From an optimization exercise on the open Yosys and OpenROAD flow, aimed at small area, a short achievable clock period and few clock cycles per item; shortcuts taken in it are not production practice. Only simulation tests tie the RTL to the original design; equivalence was not proved.

==> inputs of job 5354 <==
==> flow/design.v <==
`default_nettype none
module pp_add #(
	parameter int N = 32
) (
	input  wire logic [N-1:0] a,
	input  wire logic [N-1:0] b,
	input  wire logic         cin,
	output logic [N-1:0]      s,
	output logic              cout
);
	localparam int LV = $clog2(N);
	logic [N-1:0] p0;
	logic [N-1:0] g [0:LV];
	logic [N-1:0] p [0:LV];
	assign p0 = a ^ b;
	assign g[0] = a & b;
	assign p[0] = p0;
	for (genvar l = 0; l < LV; l++) begin : g_lvl
		for (genvar i = 0; i < N; i++) begin : g_bit
			if ((i >> l) & 1) begin : g_node
				localparam int J = ((i >> l) << l) - 1;
				assign g[l+1][i] = g[l][i] | (p[l][i] & g[l][J]);
				assign p[l+1][i] = p[l][i] & p[l][J];
			end else begin : g_pass
				assign g[l+1][i] = g[l][i];
				assign p[l+1][i] = p[l][i];
			end
		end
	end
	logic [N:0] c;
	assign c[0] = cin;
	for (genvar i = 0; i < N; i++) begin : g_c
		assign c[i+1] = g[LV][i] | (p[LV][i] & cin);
	end
	assign s = p0 ^ c[N-1:0];
	assign cout = c[N];
endmodule
`default_nettype wire
`default_nettype none
module newton_sqrt (
	input  wire logic        clk,
	input  wire logic        rst_n,
	input  wire logic        in_valid,
	output logic             in_ready,
	input  wire logic [31:0] in_a,
	input  wire logic [31:0] in_x0,
	output logic             out_valid,
	input  wire logic        out_ready,
	output logic [31:0]      out_root
);
	logic st_idle, st_init, st_mul, st_suba, st_abs, st_div, st_upd, st_out;
	logic [1:0]  step;	 
	logic [5:0]  cnt;	 
	logic [3:0]  bsel;	 
	logic        bneg;	 
	logic        ge;	 
	logic [31:0] a;
	logic [31:0] x;
	logic [33:0] x3;	 
	logic [63:0] w;	 
	logic [15:0] e;	 
	assign in_ready = st_idle;
	assign out_valid = st_out;
	assign out_root = x;
	logic [31:0] xsm;	 
	always_comb begin
		xsm[31] = x[31];
		for (int i = 30; i >= 0; i--) xsm[i] = xsm[i+1] | x[i];
	end
	logic [10:0] jtop;
	logic [10:0] dp;	 
	logic [10:0] dsel;	 
	logic [3:0]  bwin;
	logic [3:0]  bsel_d;
	logic        bneg_d;
	always_comb begin
		logic [35:0] ext;
		jtop[0] = ~xsm[2];
		for (int j = 1; j <= 9; j++) jtop[j] = xsm[3*j-1] & ~xsm[3*j+2];
		jtop[10] = xsm[29];
		dsel = st_init ? jtop : (dp >> 1);
		ext = {3'b000, x, 1'b0};	 
		bwin = 4'b0000;
		for (int k = 0; k <= 10; k++) bwin = bwin | (ext[3*k +: 4] & {4{dsel[k]}});
		bneg_d = bwin[3];
		bsel_d[0] = (bwin[1] ^ bwin[0]) & ~(bwin[3] ^ bwin[2]);
		bsel_d[1] = ~(bwin[1] ^ bwin[0]) & (bwin[2] ^ bwin[1]);
		bsel_d[2] = (bwin[1] ^ bwin[0]) & (bwin[3] ^ bwin[2]);
		bsel_d[3] = (bwin[3] ^ bwin[2]) & ~(bwin[2] ^ bwin[1]) & ~(bwin[1] ^ bwin[0]);
	end
	logic [34:0] b_op;
	logic [63:0] m_a;
	logic [63:0] m_b;
	logic        m_cin;
	logic [63:0] m_sum;
	logic        m_cout;
	logic [31:0] q;
	logic [31:0] x_new;
	assign q = {w[48:32], e[15:1]};
	always_comb begin
		b_op = ({3'b000, x} & {35{bsel[0]}}) | ({2'b00, x, 1'b0} & {35{bsel[1]}})
			| ({1'b0, x3} & {35{bsel[2]}}) | ({1'b0, x, 2'b00} & {35{bsel[3]}});
		m_a = {w[60:0], 3'b000};
		m_b = {{29{bneg}}, b_op ^ {35{bneg}}};
		m_cin = bneg;
		if (st_init) begin
			m_a = {32'd0, x};
		end
		if (st_suba) begin
			m_a = w;
			m_b = {16'hFFFF, ~a, 16'hFFFF};
			m_cin = 1'b1;
		end
		if (st_abs) begin
			m_a = {~w[63:32], ~e, 16'hFFFF};
			m_b = '0;
			m_cin = 1'b1;
		end
		if (st_upd) begin
			m_a = {32'd0, x};
			m_b = {32'd0, q ^ {32{ge}}};
			m_cin = ge;
		end
	end
	pp_add #(.N(64)) i_madd (.a(m_a), .b(m_b), .cin(m_cin), .s(m_sum), .cout(m_cout));
	assign x_new = ge ? (m_sum[31:0] & {32{m_sum[32]}}) : (m_sum[31:0] | {32{m_sum[32]}});
	logic [33:0] r4;	 
	logic [33:0] t1, t2, t3;
	logic        f1, f2, f3;	 
	logic [1:0]  qd;
	logic [31:0] r_new;
	assign r4 = {w[31:0], w[63:62]};
	pp_add #(.N(34)) i_d1 (.a(r4), .b(~{2'b00, x}), .cin(1'b1), .s(t1), .cout(f1));
	pp_add #(.N(34)) i_d2 (.a(r4), .b(~{1'b0, x, 1'b0}), .cin(1'b1), .s(t2), .cout(f2));
	pp_add #(.N(34)) i_d3 (.a(r4), .b(~x3), .cin(1'b1), .s(t3), .cout(f3));
	always_comb begin
		qd = {f2, f3 | (f1 & ~f2)};
		if (f3) r_new = t3[31:0];
		else if (f2) r_new = t2[31:0];
		else if (f1) r_new = t1[31:0];
		else r_new = r4[31:0];
	end
	logic        can16;
	logic        can4;
	logic [31:0] r16;
	logic [31:0] rs4;
	always_comb begin
		logic bad16, bad4;
		r16 = {w[15:0], w[63:48]};
		rs4 = {w[27:0], w[63:60]};
		bad16 = |w[31:16];
		bad4 = |w[31:28];
		for (int i = 0; i <= 31; i++) begin
			if (r16[i] && !((i + 1 <= 31) ? xsm[i+1] : 1'b0)) bad16 = 1'b1;
			if (rs4[i] && !((i + 1 <= 31) ? xsm[i+1] : 1'b0)) bad4 = 1'b1;
		end
		can16 = !bad16 && (cnt >= 6'd17);
		can4 = !bad4 && (cnt >= 6'd5);
	end
	logic mul_last, div_last, x_zero, last_step;
	assign mul_last = dp[0];
	assign div_last = (cnt[5:1] == 5'd0);
	assign x_zero = ~xsm[0];
	assign last_step = (step == 2'd3);
	always_ff @(posedge clk or negedge rst_n) begin
		if (!rst_n) begin
			st_idle <= 1'b1;
			st_init <= 1'b0;
			st_mul <= 1'b0;
			st_suba <= 1'b0;
			st_abs <= 1'b0;
			st_div <= 1'b0;
			st_upd <= 1'b0;
			st_out <= 1'b0;
		end else begin
			st_idle <= (st_idle & ~in_valid) | (st_out & out_ready);
			st_init <= (st_idle & in_valid) | (st_upd & ~last_step);
			st_mul <= (st_init & ~x_zero) | (st_mul & ~mul_last);
			st_suba <= st_mul & mul_last;
			st_abs <= st_suba & ~m_cout;
			st_div <= (st_suba & m_cout) | st_abs | (st_div & ~div_last);
			st_upd <= st_div & div_last;
			st_out <= (st_init & x_zero) | (st_upd & last_step) | (st_out & ~out_ready);
		end
	end
	always_ff @(posedge clk) begin
		if (st_idle) begin
			a <= in_a;
			x <= in_x0;
			step <= 2'd0;
		end
		if (st_upd) begin
			x <= x_new;
			step <= step + 1'b1;
		end
		if (st_init) begin
			x3 <= m_sum[33:0];
		end
		if (st_suba) begin
			ge <= m_cout;
		end
	end
	always_ff @(posedge clk) begin
		if (st_init | st_mul) begin
			bsel <= bsel_d;
			bneg <= bneg_d;
		end else begin
			bsel <= 4'b0010;
			bneg <= 1'b0;
		end
		dp <= dsel;
		cnt <= 6'd63;
		w <= m_sum;
		e <= m_sum[31:16];
		if (st_init) begin
			w <= '0;
		end
		if (st_suba | st_abs) begin
			w[31:0] <= '0;
		end
		if (st_div) begin
			if (can16) begin
				w <= {w[47:32], e, r16};
				e <= 16'd0;
				cnt <= cnt - 6'd16;
			end else if (can4) begin
				w <= {w[59:32], e[15:12], rs4};
				e <= {e[11:0], 4'd0};
				cnt <= cnt - 6'd4;
			end else begin
				w <= {w[61:32], e[15:14], r_new};
				e <= {e[13:0], qd};
				cnt <= cnt - 6'd2;
			end
		end
	end
endmodule
`default_nettype wire
==> flow/run.sh <==
#!/bin/bash
# synth_recipe.tcl (not shown) runs the flow's synth.tcl, then flattens the netlist and writes it again
# the make line also repeats each setting of config.mk as NAME=value (left out here)
make -C /OpenROAD-flow-scripts/flow DESIGN_CONFIG=/design/flow/config.mk WORK_HOME=/design/flow/orfs CLKGATE_MAP_FILE= SYNTH_SCRIPT=/design/flow/synth_recipe.tcl finish
==> flow/config.mk <==
export PLATFORM = sky130hd
export DESIGN_NAME = newton_sqrt
export DESIGN_NICKNAME = newton_sqrt
export VERILOG_FILES = /design/flow/design.v
export SDC_FILE = /design/flow/constraint.sdc
export NUM_CORES = 4
export LEC_CHECK = 0
export CAP_MARGIN = 20
export CORE_MARGIN = 5
export CORE_UTILIZATION = 60
export SETUP_SLACK_MARGIN = 4
export SLEW_MARGIN = 20
==> flow/constraint.sdc <==
create_clock -name core_clock -period 8.0 [get_ports {clk}]
set_input_delay 1.6000 -clock core_clock [delete_from_list [all_inputs] [get_ports {clk}]]
set_output_delay 1.6000 -clock core_clock [all_outputs]
set_load 0.01 [all_outputs]
==> job 9036: changes against job 5354 <==
==> flow/design.v, changed modules only <==
module newton_sqrt (
	input  wire logic        clk,
	input  wire logic        rst_n,
	input  wire logic        in_valid,
	output logic             in_ready,
	input  wire logic [31:0] in_a,
	input  wire logic [31:0] in_x0,
	output logic             out_valid,
	input  wire logic        out_ready,
	output logic [31:0]      out_root
);
	logic st_idle, st_init, st_mul, st_suba, st_abs, st_div, st_upd, st_out;
	logic [1:0]  step;	 
	logic [5:0]  cnt;	 
	logic        bs1, bs2, bneg;	 
	logic        ge;	 
	logic [31:0] a;
	logic [31:0] x;
	logic [33:0] x3;	 
	logic [63:0] w;	 
	logic [15:0] e;	 
	assign in_ready = st_idle;
	assign out_valid = st_out;
	assign out_root = x;
	logic [5:0]  xlen;
	logic [31:0] xsm;	 
	always_comb begin
		xlen = 6'd0;
		for (int i = 0; i < 32; i++) if (x[i]) xlen = 6'(i + 1);
		xsm[31] = x[31];
		for (int i = 30; i >= 0; i--) xsm[i] = xsm[i+1] | x[i];
	end
	function automatic logic [2:0] booth_dec(input logic [31:0] v, input logic [4:0] j);
		logic [34:0] ext;
		logic [2:0]  bb;
		ext = {2'b00, v, 1'b0};	 
		bb = 3'b000;
		for (int k = 0; k <= 16; k++) if (j == 5'(k)) bb = ext[2*k +: 3];
		booth_dec = {bb[1] ^ bb[0], (bb == 3'b011) || (bb == 3'b100), bb[2] & ~(bb[1] & bb[0])};
	endfunction
	logic        b_neg;
	logic [33:0] b_mag;
	logic [63:0] m_a;
	logic [63:0] m_b;
	logic        m_cin;
	logic [64:0] m_s;
	logic [31:0] q;
	logic [31:0] x_new;
	logic [63:0] m_sum;
	logic        m_cout;
	assign q = {w[48:32], e[15:1]};
	pp_add #(.N(64)) i_madd (.a(m_a), .b(m_b), .cin(m_cin), .s(m_sum), .cout(m_cout));
	always_comb begin
		b_neg = bneg;
		b_mag = ({2'b00, x} & {34{bs1}}) | ({1'b0, x, 1'b0} & {34{bs2}});
		m_a = {w[61:0], 2'b00};
		m_b = {{30{b_neg}}, b_mag ^ {34{b_neg}}};
		m_cin = b_neg;
		if (st_init) begin
			m_a = {31'd0, x, 1'b0};
			m_b = {32'd0, x};
			m_cin = 1'b0;
		end
		if (st_suba) begin
			m_a = w;
			m_b = {16'hFFFF, ~a, 16'hFFFF};
			m_cin = 1'b1;
		end
		if (st_abs) begin
			m_a = {~w[63:32], ~e, 16'hFFFF};
			m_b = '0;
			m_cin = 1'b1;
		end
		if (st_upd) begin
			m_a = {32'd0, q};
			m_b = {32'd0, x ^ {32{ge}}};
			m_cin = 1'b0;
		end
	end
	always_comb begin
		m_s = {m_cout, m_sum};
		if (m_s[32]) x_new = ge ? 32'd0 : 32'hFFFF_FFFF;
		else x_new = ge ? ~m_s[31:0] : m_s[31:0];
	end
	logic [33:0] r4;	 
	logic [34:0] t1, t2, t3;
	logic        f1, f2, f3;	 
	logic [1:0]  qd;
	logic [31:0] r_new;
	assign r4 = {w[31:0], w[63:62]};
	logic [33:0] t1s, t2s, t3s;
	pp_add #(.N(34)) i_d1 (.a(r4), .b(~{2'b00, x}), .cin(1'b1), .s(t1s), .cout(f1));
	pp_add #(.N(34)) i_d2 (.a(r4), .b(~{1'b0, x, 1'b0}), .cin(1'b1), .s(t2s), .cout(f2));
	pp_add #(.N(34)) i_d3 (.a(r4), .b(~x3), .cin(1'b1), .s(t3s), .cout(f3));
	always_comb begin
		t1 = {~f1, t1s};
		t2 = {~f2, t2s};
		t3 = {~f3, t3s};
		qd = {f2, f3 | (f1 & ~f2)};
		if (f3) r_new = t3[31:0];
		else if (f2) r_new = t2[31:0];
		else if (f1) r_new = t1[31:0];
		else r_new = r4[31:0];
	end
	logic        can16;
	logic        can4;
	logic [31:0] r16;
	logic [31:0] rs4;
	always_comb begin
		logic bad16, bad4;
		r16 = {w[15:0], w[63:48]};
		rs4 = {w[27:0], w[63:60]};
		bad16 = |w[31:16];
		bad4 = |w[31:28];
		for (int i = 0; i <= 31; i++) begin
			if (r16[i] && !((i + 1 <= 31) ? xsm[i+1] : 1'b0)) bad16 = 1'b1;
			if (rs4[i] && !((i + 1 <= 31) ? xsm[i+1] : 1'b0)) bad4 = 1'b1;
		end
		can16 = !bad16 && (cnt >= 6'd17);
		can4 = !bad4 && (cnt >= 6'd5);
	end
	logic mul_last, div_last, x_zero, last_step;
	assign mul_last = (cnt[4:0] == 5'd0);
	assign div_last = (cnt[5:1] == 5'd0);
	assign x_zero = ~xsm[0];
	assign last_step = (step == 2'd3);
	always_ff @(posedge clk or negedge rst_n) begin
		if (!rst_n) begin
			st_idle <= 1'b1;
			st_init <= 1'b0;
			st_mul <= 1'b0;
			st_suba <= 1'b0;
			st_abs <= 1'b0;
			st_div <= 1'b0;
			st_upd <= 1'b0;
			st_out <= 1'b0;
		end else begin
			st_idle <= (st_idle & ~in_valid) | (st_out & out_ready);
			st_init <= (st_idle & in_valid) | (st_upd & ~last_step);
			st_mul <= (st_init & ~x_zero) | (st_mul & ~mul_last);
			st_suba <= st_mul & mul_last;
			st_abs <= st_suba & ~m_s[64];
			st_div <= (st_suba & m_s[64]) | st_abs | (st_div & ~div_last);
			st_upd <= st_div & div_last;
			st_out <= (st_init & x_zero) | (st_upd & last_step) | (st_out & ~out_ready);
		end
	end
	always_ff @(posedge clk) begin
		if (st_idle) begin
			a <= in_a;
			x <= in_x0;
			step <= 2'd0;
		end
		if (st_upd) begin
			x <= x_new;
			step <= step + 1'b1;
		end
		if (st_init) begin
			cnt <= {1'b0, xlen[5:1]};
			{bs1, bs2, bneg} <= booth_dec(x, xlen[5:1]);
			x3 <= m_s[33:0];
			w <= '0;
		end
		if (st_mul) begin
			cnt <= cnt - 1'b1;
			{bs1, bs2, bneg} <= booth_dec(x, 5'(cnt - 1'b1));
			w <= m_s[63:0];
		end
		if (st_suba) begin
			ge <= m_s[64];
			cnt <= 6'd63;
			w <= {m_s[63:32], 32'd0};
			e <= m_s[31:16];
		end
		if (st_abs) begin
			w[63:32] <= m_s[63:32];
			e <= m_s[31:16];
		end
		if (st_div) begin
			if (can16) begin
				w <= {w[47:32], e, r16};
				e <= 16'd0;
				cnt <= cnt - 6'd16;
			end else if (can4) begin
				w <= {w[59:32], e[15:12], rs4};
				e <= {e[11:0], 4'd0};
				cnt <= cnt - 6'd4;
			end else begin
				w <= {w[61:32], e[15:14], r_new};
				e <= {e[13:0], qd};
				cnt <= cnt - 6'd2;
			end
		end
	end
endmodule
--- a/flow/config.mk
+++ b/flow/config.mk
@@ -8,5 +8,4 @@
 export CAP_MARGIN = 20
 export CORE_MARGIN = 5
-export CORE_UTILIZATION = 60
-export SETUP_SLACK_MARGIN = 4
+export CORE_UTILIZATION = 40
 export SLEW_MARGIN = 20
==> notes <==
Job 5354 passed the timing, design-rule and antenna checks. Job 9036 went through all stages and came out clean.
Against job 9036, the fmax of job 5354 is higher by about 40%.
Against job 5354, the sequential cell count of job 9036 is lower by 12.
In job 5354 the die area is smaller than in job 9036, by about 38%.
Testbench counts of job 5354, summed over its fixed seeds: cycles 96,801, items 1,024.
Testbench counts of job 9036, summed over its fixed seeds: cycles 110,236, items 1,024.

==> re-timing with driven ports <==
The flow's constraints put no driver on any port. The routed layouts listed below were extracted and timed again, unchanged, in two steps. Step 1 (the two cells are an assumption about what drives the block):
set clk [get_ports {clk}]
set_driving_cell -lib_cell sky130_fd_sc_hd__clkbuf_16 $clk
set_driving_cell -lib_cell sky130_fd_sc_hd__buf_2 [delete_from_list [all_inputs] $clk]
Step 2, shift: input delay + t, output delay - t, t = (earliest + latest rising clock arrival at the registers) / 2. This alone moves slack from input paths to output paths. Slacks: ideal ports / drivers / drivers and shift; pairs: ideal ports / drivers.
run | t (ns) | setup slack, ns | hold WS [ns] | clock arrival spread, ns
job 5354 | 0.609 | 3.524 / 3.524 / 3.524 | 0.456 / 0.456 / 0.456 | 0.018 / 0.017
job 9036 | 0.565 | 1.708 / 1.708 / 1.708 | 0.525 / 0.525 / 0.525 | 0.027 / 0.027
After both steps setup and hold are still met in every run listed.
